This design comes from an exercise in tuning for small area on the open sky130 flow, not from production work.
At most, simulation tests tie the RTL to the original design; equivalence was not proved.
Power figures rest on the tool's default switching activity, not on a simulated workload.

==> flow/design.v <==
package datapathPkg;
   typedef logic [31:0] word_t;    
   typedef logic [3:0]  regIdx_t;  
   typedef logic [18:0] const_t;   
   typedef enum logic [3:0] {
      opAdd = 4'd0,
      opSub = 4'd1,
      opAnd = 4'd2,
      opOr  = 4'd3,
      opShl = 4'd4,
      opShr = 4'd5,
      opNeg = 4'd6,
      opNot = 4'd7
   } aluOp_t;
   localparam int raLsb      = 23;  
   localparam int rbLsb      = 19;  
   localparam int rcLsb      = 15;  
   localparam int constWidth = 19;  
endpackage
`timescale 1ns/1ns
module datapath #(
   parameter int                 numRegs = 16,
   parameter datapathPkg::word_t resetPc = '0
) (
   input  logic                clk,
   input  logic                arstN,
   input  logic                pcOut,
   input  logic                mdrOut,
   input  logic                zOut,
   input  logic                rOut,
   input  logic                cOut,
   input  logic                baOut,
   input  logic                pcIn,
   input  logic                irIn,
   input  logic                marIn,
   input  logic                mdrIn,
   input  logic                yIn,
   input  logic                zIn,
   input  logic                rIn,
   input  logic                gra,
   input  logic                grb,
   input  logic                grc,
   input  logic                incPc,
   input  logic                read,
   input  logic                write,
   input  datapathPkg::aluOp_t aluOp,
   input  datapathPkg::word_t  memRdData,
   output datapathPkg::word_t  memAddr,
   output datapathPkg::word_t  memWrData,
   output datapathPkg::word_t  busOut,
   output logic                memRead,
   output logic                memWrite
);
   logic [31:0] bus;
   logic [31:0] pcQ;   logic pcV;
   logic [26:0] irQ;   logic irV;    
   logic [31:0] yQ;    logic yV;
   logic [31:0] zQ;    logic zV;
   logic [31:0] marQ;
   logic [31:0] mdrQ;
   logic [31:0] rQ [16];
   logic [15:0] rV;
   logic [3:0]  idx;
   logic [15:0] idxHot;
   assign idx = ({4{gra & irV}} & irQ[26:23]) |
                ({4{grb & irV}} & irQ[22:19]) |
                ({4{grc & irV}} & irQ[18:15]);
   always_comb begin
      for (int i = 0; i < 16; i++) idxHot[i] = (idx == i[3:0]);
   end
   logic [15:0] rSel;
   logic [31:0] regBus;
   logic [31:0] cWord;
   always_comb begin
      rSel[0] = rOut & idxHot[0] & rV[0];
      for (int i = 1; i < 16; i++) rSel[i] = (rOut | baOut) & idxHot[i] & rV[i];
      regBus = '0;
      for (int i = 0; i < 16; i++) regBus = regBus | ({32{rSel[i]}} & rQ[i]);
   end
   assign cWord = {{13{irQ[18]}}, irQ[18:0]};
   assign bus = ({32{pcOut  & pcV}} & pcQ)  |
                ({32{mdrOut}}       & mdrQ) |
                ({32{zOut   & zV}}  & zQ)   |
                ({32{cOut   & irV}} & cWord) |
                regBus;
   logic        opArith, opLogic, opShl, opShr;
   logic        aZero, invB, cin;
   logic [31:0] a, b, g, p, sum, lg;
   logic [32:0] c;
   logic [31:0] shIn, shT, shRes, alu;
   logic [4:0]  sh;
   assign aZero   = aluOp[2] & aluOp[1];                     
   assign invB    = (aluOp[2:0] == 3'd1) | aZero;            
   assign cin     = (aluOp[2:0] == 3'd1) | (aluOp[2:0] == 3'd6);
   assign opArith = ~aluOp[1] & ~aluOp[2] | aZero;           
   assign opLogic = ~aluOp[2] & aluOp[1];                    
   assign opShl   = (aluOp[2:0] == 3'd4);
   assign opShr   = (aluOp[2:0] == 3'd5);
   assign a = yQ & {32{yV & ~aZero}};
   assign b = bus ^ {32{invB}};
   assign g = a & b;
   assign p = a ^ b;
   logic [31:0] pg, pp;
   always_comb begin
      pg = g;
      pp = p;
      pg[0] = g[0] | (p[0] & cin);
      for (int d = 1; d < 32; d = d * 2) begin
         for (int i = 2 * d - 1; i < 32; i = i + 2 * d) begin
            pg[i] = pg[i] | (pp[i] & pg[i-d]);
            pp[i] = pp[i] & pp[i-d];
         end
      end
      for (int d = 8; d >= 1; d = d / 2) begin
         for (int i = 3 * d - 1; i < 32; i = i + 2 * d) begin
            pg[i] = pg[i] | (pp[i] & pg[i-d]);
            pp[i] = pp[i] & pp[i-d];
         end
      end
   end
   assign c = {pg, cin};
   assign sum = p ^ c[31:0];
   assign lg = g | ({32{aluOp[0]}} & p);                     
   assign sh = bus[4:0];
   always_comb begin
      for (int i = 0; i < 32; i++) shIn[i] = aluOp[2:0] == 3'd4 ? a[31-i] : a[i];
   end
   assign shT = shIn >> sh;
   always_comb begin
      for (int i = 0; i < 32; i++) shRes[i] = (opShl & shT[31-i]) | (opShr & shT[i]);
   end
   assign alu = ({32{opArith}} & sum) | ({32{opLogic}} & lg) | shRes;
   always_ff @(posedge clk or negedge arstN) begin
      if (!arstN) begin
         pcV <= 1'b0;
         irV <= 1'b0;
         yV  <= 1'b0;
         zV  <= 1'b0;
         rV  <= '0;
      end else begin
         if (pcIn | incPc) pcV <= 1'b1;
         if (irIn) irV <= 1'b1;
         if (yIn)  yV  <= 1'b1;
         if (zIn)  zV  <= 1'b1;
         for (int i = 0; i < 16; i++) if (rIn & idxHot[i]) rV[i] <= 1'b1;
      end
   end
   logic [31:0] pcM, pcInc;
   assign pcM   = pcQ & {32{pcV}};
   assign pcInc = {pcM[31:2] + 30'd1, pcM[1:0]};
   always_ff @(posedge clk) begin
      if (pcIn) pcQ <= bus;
      else if (incPc) pcQ <= pcInc;
      if (irIn) irQ <= bus[26:0];
      if (yIn)  yQ  <= bus;
      if (zIn)  zQ  <= alu;
      for (int i = 0; i < 16; i++) if (rIn & idxHot[i]) rQ[i] <= bus;
   end
   always_ff @(posedge clk or negedge arstN) begin
      if (!arstN) begin
         marQ <= '0;
         mdrQ <= '0;
      end else begin
         if (marIn) marQ <= bus;
         if (mdrIn) mdrQ <= read ? memRdData : bus;
      end
   end
   assign memAddr   = marQ;
   assign memWrData = mdrQ;
   assign busOut    = bus;
   assign memRead   = read;
   assign memWrite  = write;
endmodule
clock: 10.0 ns
lec_check: 0
cap_margin: 20
core_margin: 2
core_utilization: 40
slew_margin: 20
run.sh (not shown) runs the stock make flow with config.mk's settings and CLKGATE_MAP_FILE= SYNTH_SCRIPT=/design/flow/synth_recipe.tcl, a recipe that flattens the netlist after the stock synthesis.
The baseline went through all stages and came out clean.
Rerun with:
--- a/flow/design.v
+++ b/flow/design.v
@@ -99,27 +99,23 @@
    assign a = yQ & {32{yV & ~aZero}};
    assign b = bus ^ {32{invB}};
    assign g = a & b;
    assign p = a ^ b;
-   logic [31:0] pg, pp;
-   always_comb begin
-      pg = g;
-      pp = p;
-      pg[0] = g[0] | (p[0] & cin);
-      for (int d = 1; d < 32; d = d * 2) begin
-         for (int i = 2 * d - 1; i < 32; i = i + 2 * d) begin
-            pg[i] = pg[i] | (pp[i] & pg[i-d]);
-            pp[i] = pp[i] & pp[i-d];
+   assign c[0] = cin;
+   genvar gi;
+   generate
+      for (gi = 0; gi < 8; gi++) begin : g_blk
+         logic [4:0] rc;
+         assign rc[0] = c[4*gi];
+         for (genvar gj = 0; gj < 4; gj++) begin : g_bit
+            assign rc[gj+1] = g[4*gi+gj] | (p[4*gi+gj] & rc[gj]);
          end
+         assign c[4*gi+1] = rc[1];
+         assign c[4*gi+2] = rc[2];
+         assign c[4*gi+3] = rc[3];
+         assign c[4*gi+4] = (&p[4*gi +: 4]) ? c[4*gi] : rc[4];
       end
-      for (int d = 8; d >= 1; d = d / 2) begin
-         for (int i = 3 * d - 1; i < 32; i = i + 2 * d) begin
-            pg[i] = pg[i] | (pp[i] & pg[i-d]);
-            pp[i] = pp[i] & pp[i-d];
-         end
-      end
-   end
-   assign c = {pg, cin};
+   endgenerate
    assign sum = p ^ c[31:0];
    assign lg = g | ({32{aluOp[0]}} & p);                     
    assign sh = bus[4:0];
    always_comb begin
=> The changed run ran to the end with violations: setup timing; final cell count grows by 0.49%; critical path depth grows by 24; wire length grows by 0.72%; worst hold slack stays flat; maximum frequency shrinks by 42%; clock-buffer cell count shrinks by 3; sequential share of layout area shrinks by 1.4 points; worst setup slack gets worse by 7100 ps; area after synthesis shrinks by 1.9%; final area grows by 2.7%; global-route usage grows by 1.1 points; sequential power stays flat.
No functional check of the RTL was part of the second run of this note.

========
== the reference run ==
Another version of the RTL of datapath (not shown whole).
For scale: ~2300 cells after synthesis, roughly 160 I/O pins, about 32000 sq um of cells after synthesis.
==> module datapath, before the edit <==
module datapath #(
   parameter int                 numRegs = 16,
   parameter datapathPkg::word_t resetPc = '0
) (
   input  logic                clk,
   input  logic                arstN,
   input  logic                pcOut,
   input  logic                mdrOut,
   input  logic                zOut,
   input  logic                rOut,
   input  logic                cOut,
   input  logic                baOut,
   input  logic                pcIn,
   input  logic                irIn,
   input  logic                marIn,
   input  logic                mdrIn,
   input  logic                yIn,
   input  logic                zIn,
   input  logic                rIn,
   input  logic                gra,
   input  logic                grb,
   input  logic                grc,
   input  logic                incPc,
   input  logic                read,
   input  logic                write,
   input  datapathPkg::aluOp_t aluOp,
   input  datapathPkg::word_t  memRdData,
   output datapathPkg::word_t  memAddr,
   output datapathPkg::word_t  memWrData,
   output datapathPkg::word_t  busOut,
   output logic                memRead,
   output logic                memWrite
);
   logic [31:0] bus;
   logic [31:0] pcQ;
   logic [26:0] irQ;   logic irV;    
   logic [31:0] yQ;    logic yV;
   logic [31:0] zQ;    logic zV;
   logic [31:0] marQ;  logic marV;
   logic [31:0] mdrQ;
   logic [31:0] rQ [16];
   logic [15:0] rV;
   logic [3:0]  idx;
   logic [15:0] idxHot;
   assign idx = ({4{gra & irV}} & irQ[26:23]) |
                ({4{grb & irV}} & irQ[22:19]) |
                ({4{grc & irV}} & irQ[18:15]);
   always_comb begin
      for (int i = 0; i < 16; i++) idxHot[i] = (idx == i[3:0]);
   end
   logic [15:0] rSel;
   logic [31:0] regBus;
   logic [31:0] cWord;
   always_comb begin
      rSel[0] = rOut & idxHot[0] & rV[0];
      for (int i = 1; i < 16; i++) rSel[i] = (rOut | baOut) & idxHot[i] & rV[i];
      regBus = '0;
      for (int i = 0; i < 16; i++) regBus = regBus | ({32{rSel[i]}} & rQ[i]);
   end
   assign cWord = {{13{irQ[18]}}, irQ[18:0]};
   assign bus = ({32{pcOut}} & pcQ)  |
                ({32{mdrOut}}       & mdrQ) |
                ({32{zOut   & zV}}  & zQ)   |
                ({32{cOut   & irV}} & cWord) |
                regBus;
   logic        opArith, opLogic, opShl, opShr;
   logic        aZero, invB, cin;
   logic [31:0] a, b, g, p, sum, lg;
   logic [32:0] c;
   logic [31:0] shIn, shT, shRes, alu;
   logic [4:0]  sh;
   assign aZero   = aluOp[2] & aluOp[1];                     
   assign invB    = (aluOp[2:0] == 3'd1) | aZero;            
   assign cin     = (aluOp[2:0] == 3'd1) | (aluOp[2:0] == 3'd6);
   assign opArith = ~aluOp[1] & ~aluOp[2] | aZero;           
   assign opLogic = ~aluOp[2] & aluOp[1];                    
   assign opShl   = (aluOp[2:0] == 3'd4) & yV;
   assign opShr   = (aluOp[2:0] == 3'd5) & yV;
   assign a = yQ & {32{yV & ~aZero}};
   assign b = bus ^ {32{invB}};
   assign g = a & b;
   assign p = a ^ b;
   logic [31:0] pg, pp;
   always_comb begin
      pg = g;
      pp = p;
      pg[0] = g[0] | (p[0] & cin);
      for (int d = 1; d < 32; d = d * 2) begin
         for (int i = 2 * d - 1; i < 32; i = i + 2 * d) begin
            pg[i] = pg[i] | (pp[i] & pg[i-d]);
            pp[i] = pp[i] & pp[i-d];
         end
      end
      for (int d = 8; d >= 1; d = d / 2) begin
         for (int i = 3 * d - 1; i < 32; i = i + 2 * d) begin
            pg[i] = pg[i] | (pp[i] & pg[i-d]);
            pp[i] = pp[i] & pp[i-d];
         end
      end
   end
   assign c = {pg, cin};
   assign sum = p ^ c[31:0];
   assign lg = g | ({32{aluOp[0]}} & p);                     
   assign sh = bus[4:0];
   always_comb begin
      for (int i = 0; i < 32; i++) shIn[i] = aluOp[2:0] == 3'd4 ? yQ[31-i] : yQ[i];
   end
   assign shT = shIn >> sh;
   always_comb begin
      for (int i = 0; i < 32; i++) shRes[i] = (opShl & shT[31-i]) | (opShr & shT[i]);
   end
   assign alu = ({32{opArith}} & sum) | ({32{opLogic}} & lg) | shRes;
   always_ff @(posedge clk or negedge arstN) begin
      if (!arstN) begin
         irV <= 1'b0;
         yV  <= 1'b0;
         zV  <= 1'b0;
         marV <= 1'b0;
         rV  <= '0;
      end else begin
         if (irIn) irV <= 1'b1;
         if (yIn)  yV  <= 1'b1;
         if (zIn)  zV  <= 1'b1;
         if (marIn) marV <= 1'b1;
         for (int i = 0; i < 16; i++) if (rIn & idxHot[i]) rV[i] <= 1'b1;
      end
   end
   logic [31:0] pcInc;
   assign pcInc = {pcQ[31:2] + 30'd1, pcQ[1:0]};
   always_ff @(posedge clk) begin
      if (irIn) irQ <= bus[26:0];
      if (yIn)  yQ  <= bus;
      if (zIn)  zQ  <= alu;
      if (marIn) marQ <= bus;
      for (int i = 0; i < 16; i++) if (rIn & idxHot[i]) rQ[i] <= bus;
   end
   always_ff @(posedge clk or negedge arstN) begin
      if (!arstN) begin
         pcQ  <= '0;
         mdrQ <= '0;
      end else begin
         if (pcIn) pcQ <= bus;
         else if (incPc) pcQ <= pcInc;
         if (mdrIn) mdrQ <= read ? memRdData : bus;
      end
   end
   assign memAddr   = marQ & {32{marV}};
   assign memWrData = mdrQ;
   assign busOut    = bus;
   assign memRead   = read;
   assign memWrite  = write;
endmodule
export LEC_CHECK = 0
export CAP_MARGIN = 20
export CORE_MARGIN = 2
export CORE_UTILIZATION = 65
export SLEW_MARGIN = 20
create_clock -name core_clock -period 10.0 [get_ports {clk}]
standard.sh (not shown) runs the stock make flow with config.mk's settings and CLKGATE_MAP_FILE= SYNTH_SCRIPT=/design/flow/synth_recipe.tcl, a recipe that flattens the netlist after the stock synthesis.
==> flow/flow/run.sh <==
#!/bin/bash
# Own layout flow: the standard synthesis and ORFS steps, with two changes:
#  - ports are buffered with sky130_fd_sc_hd__buf_1 instead of the default delay buffer
#  - clock tree synthesis without dummy loads
# Each tool's full output goes to a log file in the work folder.
set -euo pipefail
export BUFFER_PORTS_ARGS="-buffer_cell sky130_fd_sc_hd__buf_1"
export CTS_ARGS="-sink_clustering_enable -repair_clock_nets -dont_use_dummy_load -buf_list sky130_fd_sc_hd__clkbuf_4 -sink_clustering_size 8 -sink_clustering_max_diameter 30"
bash standard.sh synth > synth.log 2>&1
bash standard.sh > layout.log 2>&1
Edits applied to the flow inputs when going from the reference run to the trial run:
diff --git a/flow/design.v b/flow/design.v
--- a/flow/design.v
+++ b/flow/design.v
@@ -51,13 +51,13 @@
    output logic                memRead,
    output logic                memWrite
 );
    logic [31:0] bus;
-   logic [31:0] pcQ;
+   logic [31:0] pcQ;   logic pcV;
    logic [26:0] irQ;   logic irV;    
    logic [31:0] yQ;    logic yV;
    logic [31:0] zQ;    logic zV;
-   logic [31:0] marQ;  logic marV;
+   logic [31:0] marQ;
    logic [31:0] mdrQ;
    logic [31:0] rQ [16];
    logic [15:0] rV;
    logic [3:0]  idx;
@@ -77,9 +77,9 @@
       regBus = '0;
       for (int i = 0; i < 16; i++) regBus = regBus | ({32{rSel[i]}} & rQ[i]);
    end
    assign cWord = {{13{irQ[18]}}, irQ[18:0]};
-   assign bus = ({32{pcOut}} & pcQ)  |
+   assign bus = ({32{pcOut  & pcV}} & pcQ)  |
                 ({32{mdrOut}}       & mdrQ) |
                 ({32{zOut   & zV}}  & zQ)   |
                 ({32{cOut   & irV}} & cWord) |
                 regBus;
@@ -131,41 +131,41 @@
    end
    assign alu = ({32{opArith}} & sum) | ({32{opLogic}} & lg) | shRes;
    always_ff @(posedge clk or negedge arstN) begin
       if (!arstN) begin
+         pcV <= 1'b0;
          irV <= 1'b0;
          yV  <= 1'b0;
          zV  <= 1'b0;
-         marV <= 1'b0;
          rV  <= '0;
       end else begin
+         if (pcIn | incPc) pcV <= 1'b1;
          if (irIn) irV <= 1'b1;
          if (yIn)  yV  <= 1'b1;
          if (zIn)  zV  <= 1'b1;
-         if (marIn) marV <= 1'b1;
          for (int i = 0; i < 16; i++) if (rIn & idxHot[i]) rV[i] <= 1'b1;
       end
    end
    logic [31:0] pcInc;
-   assign pcInc = {pcQ[31:2] + 30'd1, pcQ[1:0]};
+   assign pcInc = pcV ? {pcQ[31:2] + 30'd1, pcQ[1:0]} : 32'd4;
    always_ff @(posedge clk) begin
+      if (pcIn) pcQ <= bus;
+      else if (incPc) pcQ <= pcInc;
       if (irIn) irQ <= bus[26:0];
       if (yIn)  yQ  <= bus;
       if (zIn)  zQ  <= alu;
-      if (marIn) marQ <= bus;
       for (int i = 0; i < 16; i++) if (rIn & idxHot[i]) rQ[i] <= bus;
    end
    always_ff @(posedge clk or negedge arstN) begin
       if (!arstN) begin
-         pcQ  <= '0;
+         marQ <= '0;
          mdrQ <= '0;
       end else begin
-         if (pcIn) pcQ <= bus;
-         else if (incPc) pcQ <= pcInc;
+         if (marIn) marQ <= bus;
          if (mdrIn) mdrQ <= read ? memRdData : bus;
       end
    end
-   assign memAddr   = marQ & {32{marV}};
+   assign memAddr   = marQ;
    assign memWrData = mdrQ;
    assign busOut    = bus;
    assign memRead   = read;
    assign memWrite  = write;
Results
Comparing the two runs side by side, the trial run comes out ahead of the reference run on worst hold slack.
Higher clock network fraction of total power goes to the reference run over the trial run.
Between the reference run and the trial run, the flow reports floorplan core area increasing slightly.
Side by side, number of non-clock buffers turned out lower in the trial run than in the reference run.
The trial run vs the reference run on setup slack: the trial run is the lower one.
Going from the reference run to the trial run, global-route usage grows by 1.4 points.
Count of nets left with antenna violations after detail routing: the trial run vs the reference run identical
Delta (the trial run minus the reference run): total power shows an increase of 0.99%; wire length shows an increase of about 5.3%.
Combinational cell fraction of total power for the trial run is higher than for the reference run.

what the ideal ports hide:
How much do the figures lean on ideal ports? The routed layouts below were timed once more, with nothing changed but the port constraints. Step 1 sets driving cells, clkbuf_16 on the clock port and buf_2 on the other inputs (assumed; they add their load-dependent delay and slew). Step 2 adds t to the input delays and takes it off the output delays; t is the mean of the earliest and latest rising clock arrival at the registers after step 1. Input paths then give back, and output paths get back, about the clock's delay inside the block. Three values: ideal ports, drivers, drivers and shift; two values: the first two.
| run | t (ns) | slack for setup (ns) | latest minus earliest clock arrival (ns) | worst register clock-pin slew, ns |
|---|---|---|---|---|
| the first run of note 1 | 0.700 | 0.305 / 0.345 / -0.355 | 0.032 / 0.032 | 0.07 / 0.07 |
| the second run of note 1 | 0.696 | -6.749 / -6.758 / -7.454 | 0.039 / 0.040 | 0.07 / 0.07 |
| the reference run | 1.050 | 1.668 / 1.683 / 0.632 | 0.111 / 0.111 | 0.09 / 0.09 |
| the trial run | 0.953 | 1.081 / 1.116 / 0.163 | 0.101 / 0.100 | 0.11 / 0.11 |
With both steps, setup timing fails in the first run of note 1, where it was met with ideal ports. For the reference run, which loses most, drivers alone change the setup slack by +0.015 ns; drivers and shift together by -1.036 ns.
